Source: an optimization exercise on an open RTL-to-GDS flow (aim: small area, a short achievable clock period and few clock cycles per item). Production flows keep margins and buffers that such runs may drop.
The RTL was checked by simulation tests, not by an equivalence proof against the original design.

==> flow/design.v, too long to show whole: its modules and the start of the top module <==
// module iter_multiplier: 792 lines
module iter_multiplier (
    input  logic        clk,
    input  logic        rst_n,
    input  logic        mul_start,
    input  logic [63:0] a,
    input  logic [63:0] b,
    input  logic [1:0]  op,
    input  logic        word,
    input  logic        next,
    output logic [63:0] mul_result,
    output logic        mul_ok,
    output logic        busy
);
  // ...
==> flow/run.sh <==
#!/bin/bash
# synth_recipe.tcl (not shown) runs the flow's synth.tcl, then flattens the netlist and writes it again
# the make line also repeats each setting of config.mk as NAME=value (left out here)
make -C /OpenROAD-flow-scripts/flow DESIGN_CONFIG=/design/flow/config.mk WORK_HOME=/design/flow/orfs CLKGATE_MAP_FILE= SYNTH_SCRIPT=/design/flow/synth_recipe.tcl finish
==> flow/config.mk <==
export PLATFORM = sky130hd
export DESIGN_NAME = iter_multiplier
export DESIGN_NICKNAME = iter_multiplier
export VERILOG_FILES = /design/flow/design.v
export SDC_FILE = /design/flow/constraint.sdc
export NUM_CORES = 4
export LEC_CHECK = 0
export CAP_MARGIN = 20
export CORE_MARGIN = 2
export CORE_UTILIZATION = 40
export SETUP_SLACK_MARGIN = 5
export SLEW_MARGIN = 20
==> flow/constraint.sdc <==
create_clock -name core_clock -period 7.5 [get_ports {clk}]
set_input_delay 1.5000 -clock core_clock [delete_from_list [all_inputs] [get_ports {clk}]]
set_output_delay 1.5000 -clock core_clock [all_outputs]
set_load 0.01 [all_outputs]
==> results.yml, run 1 <==
outcome:
  status: "finished clean"
synthesis:
  synth.most_common_cell: "inv_1"
  synthesis.instances: 2733
  synthFlopType: "dfxtp_1"
  synth_compound_area_share_pct: 14.6
  synth.largest_area_cell: "fa_1"
  synth_area_um2: 26300
  synthMuxAreaShare_pct: 0.347
detailed_routing:
  dr.pass1.iters: 8
  drc: 0
  postRouteAntennaNets: 0
  route.met3.wl_mm: 8.58
setup_path:
  cpMostUsedCell: "fa_1"
  worst_ep_arrival_time_ns: 3.97
  worstReg2RegEnd: "b_q[31]$_DFFE_PP_"
sta:
  worst_pin_slew_ns: 1.12
  relSlewSlack_pct: 24.4
  finalMaxSlewViolations: 0
  hold_ws_ns: 0.454
placement:
  hpwl_mm: 61.2
layout:
  largest_reg_flops: 67
  buf_share_pct: 13.5
  nClkBuffers: 52
  area_growth_pct: 33.6
floorplan:
  dieHeight_um: 260
global_routing:
  grt_max_degree: 101
  overflow: 0
  gr-usage-all-layers_pct: 27.4
  grt.busiest_layer: "met2"
cts:
  clockRootBuffer: "clkbuf_16"
  clk_pin_slew_ns: 0.06
hold_path:
  min_path_cells: 1
Testbench counts, summed over its fixed seeds: cycles 21,979, items 2,400.
==> inputs of run 2 (changes only) <==
--- a/flow/config.mk
+++ b/flow/config.mk
@@ -8,5 +8,5 @@
 export CAP_MARGIN = 20
 export CORE_MARGIN = 2
 export CORE_UTILIZATION = 40
-export SETUP_SLACK_MARGIN = 5
+export SETUP_SLACK_MARGIN = 4.5
 export SLEW_MARGIN = 20
==> run 2 against run 1 <==
Net effect: still clean; core utilization shrank 3.2 points; die area stayed put; clock skew rose by 0.0046 ns; largest cell class unchanged; highest routed layer unchanged.
==> results.yml, run 2 <==
outcome:
  status: "finished clean"
synthesis:
  ys_warn_count: 1
  synth_area_um2: 26300
  yosys-top-cells-count: "inv_1 (322), fa_1 (319), xnor2_1 (278)"
  yosysSeqAreaShare_pct: 26.6
  synth_edf_count: 132
  synth.distinct_cells: 66
  syn_nets: 3269
  synth.largest_area_cell: "fa_1"
  async_reset_ff_share_pct: 1.06
  syn_avg_cell_area_um2: 9.62
  synthesis.instances: 2733
  yosys.area.top_type_share_pct: 24.3
  ys_ff_latch: 283
  synthFlopType: "dfxtp_1"
  synth.most_common_cell: "inv_1"
  ys_top_cells_by_area: "fa_1 (24%), edfxtp_1 (15%), dfxtp_1 (11%)"
layout:
  fin_cells: 3769
  final_cell_mix: "inv_1 (314), fa_1 (311), xnor2_1 (251), nand2_1 (240), a22oi_1 (221)"
  area_growth_pct: 25.6
  ff_latch_area_um2: 7040
  top_register: "c_q"
  fin_nets: 3414
  final_area_um2: 33000
  final_common_cell: "inv_1"
  final_core_util_pct: 50.5
  largest_reg_flops: 67
  drive_gt1_share_pct: 17.5
  multiInputGateArea_um2: 18500
  final.fill_count: 5860
  reg_top3: "c_q x67, s_q x65"
detailed_routing:
  dr.pass1.iters: 8
  drt_iter0_drc: 2240
  route.met3.wl_mm: 8.22
  drc: 0
  wl_met1_mm: 36.9
  via_per_inst: 5.64
  top_layer_used: "met4"
  vias: 21200
  wire_per_inst_um: 24.4
  wirelength_mm: 91.9
  postRouteAntennaNets: 0
  dr_wl_met2_mm: 43.2
floorplan:
  start_util_pct: 40.2
  die_area_um2: 67800
  io_pins: 201
  fp-row-count: 94
  dieHeight_um: 260
  core_area_um2: 65400
  fp.dieW_um: 260
global_routing:
  grt_pass1_wl_mm: 135
  antenna_found_initial: 3
  grt_max_degree: 104
  overflow: 0
  gr-usage-all-layers_pct: 26.4
  grt_pass1_vias: 21800
placement:
  hpwl_mm: 60.8
  gp_congestion: 0.907
  placed_cells: 3562
  dpl-instance-area_um2: 28500
  dp_slack_ns: 3.21
  port_buffers: 200
sta:
  clock.fmax_mhz: 284
  fin_ws_ns: 3.98
  setup_viol: 0
  worst_pin_slew_ns: 1.04
  finalMaxSlewViolations: 0
  relSlewSlack_pct: 30.2
  min_period_over_period_pct: 46.9
  setup_tns_ns: 0
  finalClockSkew_ns: 0.0188
  rsz0062_at_grt: "yes"
  final_hold_viol_count: 0
  hold_ws_ns: 0.452
  min_period_ns: 3.52
cts:
  holdBufCountCts: 0
  clockBufferDepth: 3
  cts_buffers: 36
  worstSkewPairLatency_ns: 0.56
  cts_tree: "done"
  clockRootBuffer: "clkbuf_16"
  cts.htree.levels: 2
  clk_pin_slew_ns: 0.06
  cts_sinks: 283
setup_path:
  worst_ep_arrival_time_ns: 3.78
  worstSetupPathType: "flop to flop"
  critPathCaptureType: "flop"
  worstPathRequired_ns: 7.76
  cp_max_fo: 4
  startpoint_type: "flop"
hold_path:
  min_path_type: "flop to flop"
run:
  drv_cap: 0
==> run 2: changes by cell type in the layout (fill, tap and decap cells not counted), moves of 18 or more <==
cell / before / now
inv_2: 30 / 6
a22oi_2: 85 / 43
xnor2_1: 221 / 251
inv_1: 290 / 314
buf_6: 78 / 37
nand2_2: 29 / 4
fa_1: 180 / 311
a22oi_1: 179 / 221
buf_2: 49 / 31
buf_4: 92 / 74
fa_2: 139 / 8
nand2_1: 214 / 240
clkdlybuf4s50_1: 133 / 151
xnor2_2: 47 / 21
==> run 2: final timing paths <==
check                                    startpoint                  end  slack, ns  depth (start not counted)
worst max register to register         cy_q$_DFF_P_    b_q[62]$_DFFE_PP_       3.98                         15
worst min register to register  cnt_q[0]$_SDFF_PP0_  cnt_q[0]$_SDFF_PP0_       0.45                          1
worst max-delay path                   cy_q$_DFF_P_    b_q[62]$_DFFE_PP_       3.98                         15
max in group asynchronous                     rst_n   busy_q$_DFFE_PN0P_       6.21                          1
worst min-delay path            cnt_q[0]$_SDFF_PP0_  cnt_q[0]$_SDFF_PP0_       0.45                          1
min in group asynchronous                     rst_n    fix_q$_DFFE_PN0P_       1.14                          1
==> run 2: worst max-delay path, cell delays in order, from the launching register on <==
cell and delay (ns):
dfxtp_2 0.34, inv_2 0.04, fa_2 0.39, inv_2 0.06
fa_2 0.20, a211oi_2 0.08, o21ai_2 0.21, o31ai_4 0.11
o311ai_4 0.40, a31oi_4 0.18, o311a_4 0.37, o21a_4 0.24
buf_4 0.15, o31ai_4 0.21, xnor2_1 0.15, a21oi_1 0.08
==> run 2: area by class of cell <==
cell class,count,share of cell area (%)
sequential,283,21.3
clock inverter,6,0.0985
inverter,323,3.70
multi-input combinational,1874,55.9
timing repair buffer,360,12.2
clock buffer,58,3.54
tap,864,3.27
antenna,1,0.00758
==> run 2: routing by layer <==
metal / GRT usage [%] / vias to the layer above
met5: 0 / -
met3: 4.93 / 203
met1: 35.0 / 10700
met2: 43.2 / 1086
met4: 9.00 / 0
li1: - / 9230
==> run 2: cell families (layout without fill, tap and decap cells) <==
family          Yosys count  after routing  share of synthesized area [%]
buf+inv                 579            747                           8.96
compound gates          575            575                           14.6
simple gates            550            553                           10.1
fa+ha+maj               401            401                           28.2
xor+xnor                336            336                           11.2
flops                   283            283                           26.6
mux                       9              9                          0.347
other cells               0              1                              0
==> run 2: timing repair <==
action,in CTS,in global routing
cloned,17,7
pin swaps,81,113
resized for setup,352,222
endpoints found under the setup margin,261,180
buffers inserted,72,46
==> inputs of run 3 (changes only) <==
--- a/flow/config.mk
+++ b/flow/config.mk
@@ -8,5 +8,4 @@
 export CAP_MARGIN = 20
 export CORE_MARGIN = 2
 export CORE_UTILIZATION = 40
-export SETUP_SLACK_MARGIN = 4.5
 export SLEW_MARGIN = 20
==> run 3 against run 2 <==
Net effect: still clean; wire length decreased by 12%; global-route usage decreased by 2.6 points; worst setup slack got worse by 1.1 ns; fmax decreased by 24%; clock skew increased by 0.0045 ns; die area unchanged; hold slack got worse by 0.0044 ns; first-iteration DRC count decreased by 22%; critical endpoint is now b_q[30]$_DFFE_PP_.
==> results.yml, run 3 <==
floorplan:
  start_util_pct: 40.2
  core_area_um2: 65400
  fp.dieW_um: 260
  io_pins: 201
  dieHeight_um: 260
  die_area_um2: 67800
  fp-row-count: 94
outcome:
  status: "finished clean"
synthesis:
  synth.largest_area_cell: "fa_1"
  yosys.area.top_type_share_pct: 24.3
  synth.distinct_cells: 66
  ys_warn_count: 1
  ys_ff_latch: 283
  yosysSeqAreaShare_pct: 26.6
  yosys-top-cells-count: "inv_1 (322), fa_1 (319), xnor2_1 (278)"
  synth_top_family_by_area: "adder cells"
  synthFlopType: "dfxtp_1"
  yosys.area_share.simple_pct: 10.1
  synth.most_common_cell: "inv_1"
  syn_nets: 3269
  ys_top_cells_by_area: "fa_1 (24%), edfxtp_1 (15%), dfxtp_1 (11%)"
  syn_avg_cell_area_um2: 9.62
  synthesis.instances: 2733
  synth_compound_area_share_pct: 14.6
  synth_edf_count: 132
  synth_adder_area_share_pct: 28.2
  synthMuxAreaShare_pct: 0.347
  synth_area_um2: 26300
  async_reset_ff_share_pct: 1.06
  synth-xor-area-share_pct: 11.2
layout:
  fin_nets: 3273
  final_common_cell: "inv_1"
  largest_reg_flops: 67
  drive_gt1_share_pct: 3.94
  final_cell_mix: "inv_1 (321), fa_1 (319), xnor2_1 (278), a22oi_1 (264), nand2_1 (246)"
  top_register: "c_q"
  fin_cells: 3629
  diodes: 0
  final_area_um2: 29700
  area_growth_pct: 13.0
  final_core_util_pct: 45.4
  reg_top3: "c_q x67, s_q x65"
sta:
  min_period_over_period_pct: 61.5
  worst_pin_slew_ns: 1.10
  final_hold_viol_count: 0
  finalMaxSlewViolations: 0
  finalClockSkew_ns: 0.0234
  min_period_ns: 4.61
  setup_tns_ns: 0
  relSlewSlack_pct: 27.0
  setup_viol: 0
  clock.fmax_mhz: 217
  rsz0062_at_grt: "no"
setup_path:
  slowest_stage: "dfxtp_2"
  worstPathRequired_ns: 7.93
  worstReg2RegEnd: "b_q[30]$_DFFE_PP_"
  max_stage_delay_ns: 0.80
  rrSetupSlack_ns: 2.89
  crit_chain: "buf_4 -> a22oi_1 -> xnor2_1 -> fa_1 -> inv_1 -> fa_1 -> inv_1 -> ha_1 -> inv_1 -> nor2_1 -> nor2_1 -> o21bai_1 -> a21oi_1 -> xnor2_1 -> nand2_1 -> nand3_1 -> o21ai_0 -> a21oi_1"
  startpoint_type: "flop"
  worstSetupPathType: "flop to flop"
  r2r_cells: 18
  critPathCaptureType: "flop"
  cpMostUsedCell: "inv_1"
  cp_max_fo: 35
  worst_ep_arrival_time_ns: 5.04
  timing.rr.start: "one_q[0]$_DFF_P_"
placement:
  hpwl_mm: 61.3
  placed_cells: 3563
  port_buffers: 200
  gp_congestion: 0.905
  dpl-instance-area_um2: 28400
global_routing:
  grt_pass1_wl_mm: 124
  grt_max_degree: 101
  overflow: 0
  grt_pass1_vias: 20200
  antenna_found_initial: 7
  gr-usage-all-layers_pct: 23.8
detailed_routing:
  drc: 0
  wirelength_mm: 80.9
  postRouteAntennaNets: 0
  vias: 19900
  dr.pass1.iters: 6
  wire_per_inst_um: 22.3
  drt_iter0_drc: 1744
  via_per_inst: 5.49
cts:
  clockRootBuffer: "clkbuf_16"
  cts_setup_buffers: 0
  cts_tree: "done"
  holdBufCountCts: 0
  worstSkewPairLatency_ns: 0.57
  cts_buffers: 36
  clockBufferDepth: 3
  cts_resized: 0
  clk_pin_slew_ns: 0.07
  cts_sinks: 283
  cts.htree.levels: 2
hold_path:
  hp-start: "cnt_q[0]$_SDFF_PP0_"
  min_path_type: "flop to flop"
  min_to: "cnt_q[0]$_SDFF_PP0_"
  min_path_cells: 1
run:
  drv_cap: 0
run 3: cell count changes in the layout (fill, tap and decap cells not counted), sizes merged, moves of 9 or more:
| cell | before | now |
|---|---|---|
| buf | 178 | 23 |
| clkdlybuf4s50 | 151 | 199 |
| clkbuf | 65 | 51 |
| dlygate4sd2 | 11 | 0 |
| bufbuf | 9 | 0 |
run 3: kinds of logic after synthesis:
| logic type | after synthesis |
|---|---|
| buf+inv | 579 |
| xor+xnor | 336 |
| fa+ha+maj | 401 |
| simple gates | 550 |
| compound gates | 575 |
| flops | 283 |
| mux | 9 |
run 3: area by class of cell:
type / count / area [µm²]
Clock buffer: 51 / 1060
Clock inverter: 15 / 214
Fill cell: 6238 / 35700
Inverter: 323 / 1220
Multi-Input combinational cell: 1871 / 17000
Sequential cell: 283 / 7030
Tap cell: 864 / 1080
Timing Repair Buffer: 222 / 2160
run 3: critical path, delay by kind of cell, from the launching register on:
family | cells | cell delay, ns
xor gates and xnor gates | 2 | 0.40
adders and majority gates | 3 | 1.38
DFF | 1 | 0.80
AOI/OAI and AO/OA | 5 | 0.76
buffers and inverters | 4 | 0.68
and+or+nand+nor | 4 | 0.40
run 3: worst max-delay path by stage:
stage / start / endpoint / slack, ns / cells after the start
2_1_floorplan: neg_q[0]$_DFF_P_ / b_q[31]$_DFFE_PP_ / 3.52 / 18
3_3_place_gp: one_q[0]$_DFF_P_ / b_q[30]$_DFFE_PP_ / 3.06 / 18
3_5_place_dp: one_q[0]$_DFF_P_ / b_q[30]$_DFFE_PP_ / 3.01 / 18
4_1_cts: one_q[0]$_DFF_P_ / b_q[30]$_DFFE_PP_ / 3.00 / 18
5_1_grt: one_q[0]$_DFF_P_ / b_q[30]$_DFFE_PP_ / 2.51 / 18
6_report: one_q[0]$_DFF_P_ / b_q[30]$_DFFE_PP_ / 2.89 / 18
run 3: layer usage:
metal | vias to the layer above | track usage (%) | wire length [µm] | share of wire (%)
li1 | 8947 | - | - | -
met1 | 9948 | 33.7 | 35300 | 44
met2 | 889 | 38.0 | 37200 | 46
met3 | 118 | 4.22 | 6600 | 8.2
met4 | 4 | 5.33 | 1790 | 2.2
met5 | - | 0 | 20 | 0.025
run 3: stage by stage:
stage          hold slack, ns  setup WS (ns)
6_report                0.447           2.89
5_1_grt                 0.489           2.51
4_1_cts                 0.448           3.00
3_5_place_dp            0.435           3.01
3_3_place_gp            0.429           3.06
2_1_floorplan           0.417           3.52

[static timing again, ports no longer ideal]
In the flow no input, the clock included, has a driving cell. The finished layouts below were timed again as built, in two steps. Step 1 assumes that a clkbuf_16 drives the clock port and a buf_2 every other input. Step 2 also shifts input and output timing later by t, the mid clock arrival at the registers, as if the neighbouring blocks saw the same clock. Slacks: no drivers / after step 1 / after step 2; pairs: no drivers / after step 1.
run | t (ns) | slack for setup (ns) | worst hold slack (ns) | worst slew at a driven data input, ns | cell pins on the clock port's net
run 1 | 0.622 | 3.937 / 3.937 / 3.937 | 0.454 / 0.454 / 0.454 | 0.07 | 1
run 2 | 0.611 | 3.979 / 3.979 / 3.979 | 0.451 / 0.451 / 0.451 | 0.07 | 1
run 3 | 0.623 | 2.885 / 2.885 / 2.885 | 0.447 / 0.447 / 0.447 | 0.07 | 1
After both steps every run listed still meets setup and hold.
